Context: an optimization exercise on an open-source flow, tuned for small area and few clock cycles per item. The choices shown serve that exercise and are no tape-out recipe.
The RTL was checked by simulation tests, not by an equivalence proof against the original design.
Power and IR drop assume default switching activity.

== job 4229 ==
==> flow/design.v <==
package ple_pkg;
  localparam int OP_W     = 3;
  localparam int KEY_W    = 32;
  localparam int POS_W    = 8;
  localparam int STATUS_W = 3;
  localparam int FOUND_W  = 4;
  localparam int LEN_W    = 5;
  localparam int IN_DATA_W  = 48;
  localparam int OUT_DATA_W = 16;
  localparam logic [OP_W-1:0] OP_INS_FIRST = 3'd0;
  localparam logic [OP_W-1:0] OP_INS_LAST  = 3'd1;
  localparam logic [OP_W-1:0] OP_INS_AT    = 3'd2;
  localparam logic [OP_W-1:0] OP_DEL_FIRST = 3'd3;
  localparam logic [OP_W-1:0] OP_DEL_LAST  = 3'd4;
  localparam logic [OP_W-1:0] OP_DEL_AT    = 3'd5;
  localparam logic [OP_W-1:0] OP_SEARCH    = 3'd6;
  localparam logic [STATUS_W-1:0] ST_OK       = 3'd0;
  localparam logic [STATUS_W-1:0] ST_BADPOS   = 3'd1;
  localparam logic [STATUS_W-1:0] ST_BEYOND   = 3'd2;
  localparam logic [STATUS_W-1:0] ST_EMPTY    = 3'd3;
  localparam logic [STATUS_W-1:0] ST_FULL     = 3'd4;
  localparam logic [STATUS_W-1:0] ST_NOTFOUND = 3'd5;
endpackage
module ple_cell #(
  parameter int DATA_WIDTH = 32
) (
  input  logic                  clk,
  input  logic                  shift,
  input  logic                  load,
  input  logic [DATA_WIDTH-1:0] key_word,
  input  logic [DATA_WIDTH-1:0] up_data,
  output logic [DATA_WIDTH-1:0] data,
  output logic                  match
);
  logic [DATA_WIDTH-1:0] data_r;
  logic                  hold;
  assign hold = !(shift || load);
  always_ff @(posedge clk) begin
    data_r <= ({DATA_WIDTH{hold}}  & data_r)
            | ({DATA_WIDTH{load}}  & key_word)
            | ({DATA_WIDTH{shift}} & up_data);
  end
  assign match = (data_r == key_word);
  assign data  = data_r;
endmodule
module positional_list_engine #(
  parameter int CAPACITY   = 16,
  parameter int DATA_WIDTH = 32
) (
  input  logic                            clk,
  input  logic                            rst_n,
  input  logic                            in_tvalid,
  output logic                            in_tready,
  input  logic [ple_pkg::IN_DATA_W-1:0]   in_tdata,
  output logic                            out_tvalid,
  input  logic                            out_tready,
  output logic [ple_pkg::OUT_DATA_W-1:0]  out_tdata
);
  logic [2:0]            in_op;
  logic [DATA_WIDTH-1:0] key_word;
  logic [7:0]            in_pos;
  assign in_op    = in_tdata[2:0];
  assign key_word = in_tdata[34:3];
  assign in_pos   = in_tdata[42:35];
  logic in_acc;
  logic out_valid_r;
  assign in_tready = !out_valid_r || out_tready;
  assign in_acc    = in_tvalid && in_tready;
  logic [4:0] count_r;
  logic [3:0] head_r;
  logic       full;
  logic       empty;
  assign full  = count_r[4];
  assign empty = (count_r == 5'd0);
  logic [2:0] dec_status;
  logic       dec_ins;
  logic       dec_del;
  logic       dec_search;
  always_comb begin
    dec_status = ple_pkg::ST_OK;
    dec_ins    = 1'b0;
    dec_del    = 1'b0;
    dec_search = 1'b0;
    case (in_op)
      ple_pkg::OP_INS_FIRST: begin
        if (full) dec_status = ple_pkg::ST_FULL;
        else      dec_ins    = 1'b1;
      end
      ple_pkg::OP_INS_LAST: begin
        if (full) dec_status = ple_pkg::ST_FULL;
        else      dec_ins    = 1'b1;
      end
      ple_pkg::OP_INS_AT: begin
        if (in_pos[7])                    dec_status = ple_pkg::ST_BADPOS;
        else if (in_pos > {3'd0, count_r}) dec_status = ple_pkg::ST_BEYOND;
        else if (full)                    dec_status = ple_pkg::ST_FULL;
        else                              dec_ins    = 1'b1;
      end
      ple_pkg::OP_DEL_FIRST: begin
        if (empty) dec_status = ple_pkg::ST_EMPTY;
        else       dec_del    = 1'b1;
      end
      ple_pkg::OP_DEL_LAST: begin
        if (empty) dec_status = ple_pkg::ST_EMPTY;
        else       dec_del    = 1'b1;
      end
      ple_pkg::OP_DEL_AT: begin
        if (in_pos[7])                         dec_status = ple_pkg::ST_BADPOS;
        else if (in_pos == 8'd0 && empty)      dec_status = ple_pkg::ST_EMPTY;
        else if (in_pos >= {3'd0, count_r})    dec_status = ple_pkg::ST_BEYOND;
        else                                   dec_del    = 1'b1;
      end
      ple_pkg::OP_SEARCH: begin
        dec_search = 1'b1;
      end
      default: begin
      end
    endcase
  end
  logic [3:0] p_eff;
  logic [3:0] cnt_m1;
  assign cnt_m1 = count_r[3:0] - 4'd1;    
  always_comb begin
    case (in_op)
      ple_pkg::OP_INS_LAST: p_eff = count_r[3:0];
      ple_pkg::OP_DEL_LAST: p_eff = cnt_m1;
      ple_pkg::OP_INS_AT,
      ple_pkg::OP_DEL_AT:   p_eff = in_pos[3:0];
      default:              p_eff = 4'd0;
    endcase
  end
  function automatic logic gt4(input logic [3:0] a, input logic [3:0] b);
    logic g;
    g = 1'b0;
    for (int i = 0; i < 4; i++) begin
      g = (a[i] && !b[i]) || ((a[i] || !b[i]) && g);
    end
    gt4 = g;
  endfunction
  logic [CAPACITY-1:0] gt;         
  logic [CAPACITY-1:0] below;      
  logic [CAPACITY-1:0] at_hm1;     
  always_comb begin
    for (int a = 0; a < CAPACITY; a++) begin
      logic [3:0] rel;
      rel = 4'd0;
      for (int h = 0; h < CAPACITY; h++) begin
        if (head_r == 4'(h)) rel = 4'((a - h) & 15);
      end
      gt[a]        = gt4(p_eff, rel);
      at_hm1[a]    = (rel == 4'd15);
    end
    for (int a = 0; a < CAPACITY; a++) begin
      below[a] = cell_live[(a + 1) % CAPACITY] && !at_hm1[a];
    end
  end
  logic [CAPACITY-1:0] cell_shift;
  logic [CAPACITY-1:0] cell_load;
  logic                do_ins;
  logic                do_del;
  assign do_ins = in_acc && dec_ins;
  assign do_del = in_acc && dec_del;
  always_comb begin
    for (int a = 0; a < CAPACITY; a++) begin
      logic gt_up;
      gt_up         = gt[(a + 1) % CAPACITY];
      cell_shift[a] = (do_ins && gt_up) || (do_del && !gt[a] && below[a]);
      cell_load[a]  = do_ins && !gt_up && (gt[a] || at_hm1[a]);
    end
  end
  logic [DATA_WIDTH-1:0] cell_data [CAPACITY];
  logic [CAPACITY-1:0]   cell_match;
  for (genvar g = 0; g < CAPACITY; g++) begin : g_cell
    ple_cell #(
      .DATA_WIDTH (DATA_WIDTH)
    ) u_cell (
      .clk      (clk),
      .shift    (cell_shift[g]),
      .load     (cell_load[g]),
      .key_word (key_word),
      .up_data  (cell_data[(g + 1) % CAPACITY]),
      .data     (cell_data[g]),
      .match    (cell_match[g])
    );
  end
  logic [4:0] count_nxt;
  always_comb begin
    count_nxt = count_r;
    if (in_acc && dec_ins)      count_nxt = count_r + 5'd1;
    else if (in_acc && dec_del) count_nxt = count_r - 5'd1;
  end
  always_ff @(posedge clk) begin
    if (!rst_n) begin
      count_r <= 5'd0;
      head_r  <= 4'd0;
    end else begin
      count_r <= count_nxt;
      if (do_ins) head_r <= head_r - 4'd1;
    end
  end
  logic [CAPACITY-1:0] cell_live;
  logic [CAPACITY-1:0] live_nxt;
  always_comb begin
    for (int a = 0; a < CAPACITY; a++) begin
      logic tail;
      tail        = cell_live[a] && (!cell_live[(a + 1) % CAPACITY] || at_hm1[a]);
      live_nxt[a] = do_ins ? (cell_live[a] || at_hm1[a])
                  : do_del ? (cell_live[a] && !tail)
                  : cell_live[a];
    end
  end
  always_ff @(posedge clk) begin
    if (!rst_n) cell_live <= '0;
    else        cell_live <= live_nxt;
  end
  logic [CAPACITY-1:0] match_live;
  logic [CAPACITY-1:0] match_rot;
  always_comb begin
    match_live = cell_match & cell_live;
    match_rot  = {match_live, match_live} >> head_r;
  end
  logic [2:0]          res_status_r;
  logic [CAPACITY-1:0] res_match_r;
  always_ff @(posedge clk) begin
    if (!rst_n) begin
      out_valid_r <= 1'b0;
    end else if (in_tready) begin
      out_valid_r <= in_tvalid;
    end
  end
  always_ff @(posedge clk) begin
    if (in_acc) begin
      res_status_r <= dec_search ? ple_pkg::ST_NOTFOUND : dec_status;
      res_match_r  <= match_rot;
    end
  end
  logic       hit;
  logic [3:0] hit_idx;
  logic [2:0] out_status;
  logic [3:0] out_found;
  always_comb begin
    hit_idx = 4'd0;
    for (int j = CAPACITY - 1; j >= 0; j--) begin
      if (res_match_r[j]) hit_idx = 4'(j);
    end
    hit        = (res_status_r == ple_pkg::ST_NOTFOUND) && (|res_match_r);
    out_status = hit ? ple_pkg::ST_OK : res_status_r;
    out_found  = hit ? hit_idx : 4'd0;
  end
  assign out_tvalid = out_valid_r;
  assign out_tdata  = {4'd0, count_r, out_found, out_status};
endmodule
Settings: LEC_CHECK=0, CAP_MARGIN=0, CORE_MARGIN=2, CORE_UTILIZATION=65, CTS_BUF_LIST=sky130_fd_sc_hd__clkbuf_16, CTS_CLUSTER_DIAMETER=90, CTS_CLUSTER_SIZE=30, GPL_TIMING_DRIVEN=0, SLEW_MARGIN=0, SYNTH_HIERARCHICAL=1; clock period 3.8 ns.
run.sh (not shown) runs the stock make flow with config.mk's settings and CLKGATE_MAP_FILE= SYNTH_SCRIPT=/design/flow/synth_recipe.tcl, a recipe that flattens the netlist after the stock synthesis.
The flow for job 4229 finished, though final verification flagged setup timing.
Testbench counts of job 4229, summed over its fixed seeds: cycles 12,008, items 12,000.
The following lists how job 2744 was set up differently from job 4229:
# job 4229
export LEC_CHECK = 0
export CAP_MARGIN = 0
export CORE_MARGIN = 2
export CORE_UTILIZATION = 65
export CTS_BUF_LIST = sky130_fd_sc_hd__clkbuf_16
export CTS_CLUSTER_DIAMETER = 90
export CTS_CLUSTER_SIZE = 30
export GPL_TIMING_DRIVEN = 0
export SLEW_MARGIN = 0
export SYNTH_HIERARCHICAL = 1
create_clock -name core_clock -period 3.8 [get_ports {clk}]
# job 2744
export LEC_CHECK = 0
export CAP_MARGIN = 0
export CORE_MARGIN = 2
export CORE_UTILIZATION = 60
export CTS_BUF_LIST = sky130_fd_sc_hd__clkbuf_16
export CTS_CLUSTER_DIAMETER = 90
export CTS_CLUSTER_SIZE = 30
export GPL_TIMING_DRIVEN = 0
export SLEW_MARGIN = 0
export SYNTH_HIERARCHICAL = 1
create_clock -name core_clock -period 3.8 [get_ports {clk}]
==> flow/flow/run.sh (new file) <==
#!/bin/bash
# Standard layout, except that the buffers ABC inserts during synthesis are
# removed at floorplan (REMOVE_ABC_BUFFERS=1) instead of kept; placement is
# not timing driven, so the standard flow would otherwise keep them.
set -euo pipefail
bash standard.sh REMOVE_ABC_BUFFERS=1 finish > standard_flow.log 2>&1
==> flow/standard.sh (new file) <==
#!/bin/bash
# synth_recipe.tcl (not shown) runs the flow's synth.tcl, then flattens the netlist and writes it again
# the make line also repeats each setting of config.mk as NAME=value (left out here)
make -C /OpenROAD-flow-scripts/flow DESIGN_CONFIG=/design/flow/config.mk WORK_HOME=/design/flow/orfs CLKGATE_MAP_FILE= SYNTH_SCRIPT=/design/flow/synth_recipe.tcl "${@:-finish}"
removed: flow/run.sh
The final area was comparable across job 2744 and job 4229. From job 4229 to job 2744 the numbers moved as follows: number of non-clock inverters now larger, relative contribution of the clock network to total power picked up an extra 1.6 points, max-slew headroom at the worst pin went down 17 points. Re worst-case setup margin in the final layout: job 2744 is 95 ps up on job 4229. Job 2744 reached the final stage; the timing, design-rule and antenna checks on its layout passed. Job 4229 -> job 2744: register fraction of the total cell area flat. As far as count of pins on the block boundary goes, job 4229 and job 2744 are indistinguishable; the numbers are identical. On job 2744: maximum clock frequency is 0.0067 GHz higher than what job 4229 gave.
Edits applied to the flow inputs when going from job 2744 to job 1815:
# job 2744
export LEC_CHECK = 0
export CAP_MARGIN = 0
export CORE_MARGIN = 2
export CORE_UTILIZATION = 60
export CTS_BUF_LIST = sky130_fd_sc_hd__clkbuf_16
export CTS_CLUSTER_DIAMETER = 90
export CTS_CLUSTER_SIZE = 30
export GPL_TIMING_DRIVEN = 0
export SLEW_MARGIN = 0
export SYNTH_HIERARCHICAL = 1
create_clock -name core_clock -period 3.8 [get_ports {clk}]
# job 1815
export LEC_CHECK = 0
export CAP_MARGIN = 0
export CORE_MARGIN = 2
export CORE_UTILIZATION = 40
export CTS_BUF_LIST = sky130_fd_sc_hd__clkbuf_16
export CTS_CLUSTER_DIAMETER = 90
export CTS_CLUSTER_SIZE = 30
export GPL_TIMING_DRIVEN = 0
export SLEW_MARGIN = 0
export SYNTH_HIERARCHICAL = 1
create_clock -name core_clock -period 3.8 [get_ports {clk}]
==> flow/run.sh (new file) <==
#!/bin/bash
# synth_recipe.tcl (not shown) runs the flow's synth.tcl, then flattens the netlist and writes it again
# the make line also repeats each setting of config.mk as NAME=value (left out here)
make -C /OpenROAD-flow-scripts/flow DESIGN_CONFIG=/design/flow/config.mk WORK_HOME=/design/flow/orfs CLKGATE_MAP_FILE= SYNTH_SCRIPT=/design/flow/synth_recipe.tcl finish
removed: flow/flow/run.sh
removed: flow/standard.sh
Notes after the runs:
Pin count of the biggest net entering global routing went down by more than a quarter going from job 2744 to job 1815.
Job 1815 reports a higher number of signal-net buffers in the layout than job 2744 does.
Job 1815 reports its uppermost signal routing layer after detailed routing as met4 while job 2744 reports met5.
The cell depth of the worst setup path of job 1815 falls short of that of job 2744 by 2.
Of the two values seen for destination of the critical timing path, g_cell[6].u_cell.data_r[31] was produced by job 2744 and g_cell[8].u_cell.data_r[12] by job 1815.
Taking job 2744 as the reference, in job 1815 internal power went up 1.7%, die area went up 0.025 mm², worst path setup slack after routing moved up, wire length of the first global-routing pass +3.2%.
Comparing job 2744 and job 1815, overall routing resource usage is higher on job 2744.
Total power: job 1815 vs job 2744 up about 2.7%
Setup changes, job 1815 to job 4998
# job 1815
export LEC_CHECK = 0
export CAP_MARGIN = 0
export CORE_MARGIN = 2
export CORE_UTILIZATION = 40
export CTS_BUF_LIST = sky130_fd_sc_hd__clkbuf_16
export CTS_CLUSTER_DIAMETER = 90
export CTS_CLUSTER_SIZE = 30
export GPL_TIMING_DRIVEN = 0
export SLEW_MARGIN = 0
export SYNTH_HIERARCHICAL = 1
create_clock -name core_clock -period 3.8 [get_ports {clk}]
# job 4998
export LEC_CHECK = 0
export CAP_MARGIN = 20
export CORE_MARGIN = 2
export CORE_UTILIZATION = 40
export CTS_BUF_LIST = sky130_fd_sc_hd__clkbuf_8
export CTS_CLUSTER_DIAMETER = 50
export CTS_CLUSTER_SIZE = 20
export SLEW_MARGIN = 20
export SYNTH_HIERARCHICAL = 1
create_clock -name core_clock -period 3.8 [get_ports {clk}]
- Delta (job 4998 minus job 1815): post-synthesis async set-or-reset flop share saw little to no change; post-detailed-routing wire length saw a decrease; number of global-route vias before repair saw a decrease.
- Per the comparison of job 4998 with job 1815, net switching power decreased by 0.15 mW relative to the old numbers, via count decreased by 166 relative to the old numbers, sequential share of layout area decreased by 1.1 points relative to the old numbers, combinational fraction of design power decreased by 1.6 points relative to the old numbers.
- In the metrics for job 1815 and job 4998, the one carrying the lower overall power consumption is job 1815.
[inputs] job 4617 vs job 4998
# job 4998
export LEC_CHECK = 0
export CAP_MARGIN = 20
export CORE_MARGIN = 2
export CORE_UTILIZATION = 40
export CTS_BUF_LIST = sky130_fd_sc_hd__clkbuf_8
export CTS_CLUSTER_DIAMETER = 50
export CTS_CLUSTER_SIZE = 20
export SLEW_MARGIN = 20
export SYNTH_HIERARCHICAL = 1
create_clock -name core_clock -period 3.8 [get_ports {clk}]
# job 4617
export LEC_CHECK = 0
export CAP_MARGIN = 0
export CORE_MARGIN = 2
export CORE_UTILIZATION = 40
export CTS_BUF_LIST = sky130_fd_sc_hd__clkbuf_8
export CTS_CLUSTER_DIAMETER = 50
export CTS_CLUSTER_SIZE = 20
export GPL_TIMING_DRIVEN = 0
export SLEW_MARGIN = 0
export SYNTH_HIERARCHICAL = 1
create_clock -name core_clock -period 3.8 [get_ports {clk}]
Findings:
The worst setup timing slack at the placement stage in job 4617 sits 1270 ps below the value recorded for job 4998. Job 4617 went all the way through synthesis, placement and routing and the layout is clean on timing, DRC and antenna. Job 4617 vs job 4998 — number of signal-net buffers in the layout dropped by a little under 10%. Run comparison: job 4998 slowest stage cell on the critical path sky130_fd_sc_hd__a211oi_4; job 4617 slowest stage cell on the critical path sky130_fd_sc_hd__dfxtp_4. Max utilization across job 4998 and job 4617: job 4998. Delta (job 4617 minus job 4998): power density normalized to cell area went up about 3%; number of antenna cells inserted lower.
--- input diff job 4617..job 819 ---
# job 4617
export LEC_CHECK = 0
export CAP_MARGIN = 0
export CORE_MARGIN = 2
export CORE_UTILIZATION = 40
export CTS_BUF_LIST = sky130_fd_sc_hd__clkbuf_8
export CTS_CLUSTER_DIAMETER = 50
export CTS_CLUSTER_SIZE = 20
export GPL_TIMING_DRIVEN = 0
export SLEW_MARGIN = 0
export SYNTH_HIERARCHICAL = 1
create_clock -name core_clock -period 3.8 [get_ports {clk}]
# job 819
export LEC_CHECK = 0
export CAP_MARGIN = 0
export CORE_MARGIN = 2
export CORE_UTILIZATION = 60
export CTS_BUF_LIST = sky130_fd_sc_hd__clkbuf_16
export CTS_CLUSTER_DIAMETER = 90
export CTS_CLUSTER_SIZE = 30
export GPL_TIMING_DRIVEN = 0
export SLEW_MARGIN = 0
export SYNTH_HIERARCHICAL = 1
create_clock -name core_clock -period 3.8 [get_ports {clk}]
Job 819 vs. job 4617: shortest clock period the worst path allows after layout has increased, setup slack after layout now sits lower, post-detailed-routing wire length picked up an extra about 1.1%.

## static timing again, ports no longer ideal
In the flow no input, the clock included, has a driving cell. The finished layouts below were timed again as built, in two steps. Step 1 (the two cells are an assumption about what drives the block):
set clk [get_ports {clk}]
set_driving_cell -lib_cell sky130_fd_sc_hd__clkbuf_16 $clk
set_driving_cell -lib_cell sky130_fd_sc_hd__buf_2 [delete_from_list [all_inputs] $clk]
Step 2 adds t to the input delays and takes it off the output delays; t is the mean of the earliest and latest rising clock arrival at the registers after step 1. Input paths then give back, and output paths get back, about the clock's delay inside the block. Slacks: no drivers / after step 1 / after step 2; pairs: no drivers / after step 1.
run	shift t [ns]	setup WS [ns]	worst data-port slew with drivers (ns)
job 4229	0.677	-0.007 / 0.003 / -0.656	0.04
job 2744	0.683	0.088 / 0.126 / -0.557	0.10
job 1815	0.697	0.094 / 0.101 / -0.560	0.04
job 4998	0.754	0.257 / 0.257 / -0.428	0.09
job 4617	0.752	0.121 / 0.121 / -0.562	0.04
job 819	0.689	0.117 / 0.117 / -0.477	0.03
With both steps, setup timing fails in 5 of these runs, where it was met with ideal ports. The setup slack of job 4998, which loses most, moves by 0.000 ns with the drivers and by -0.685 ns with both steps.
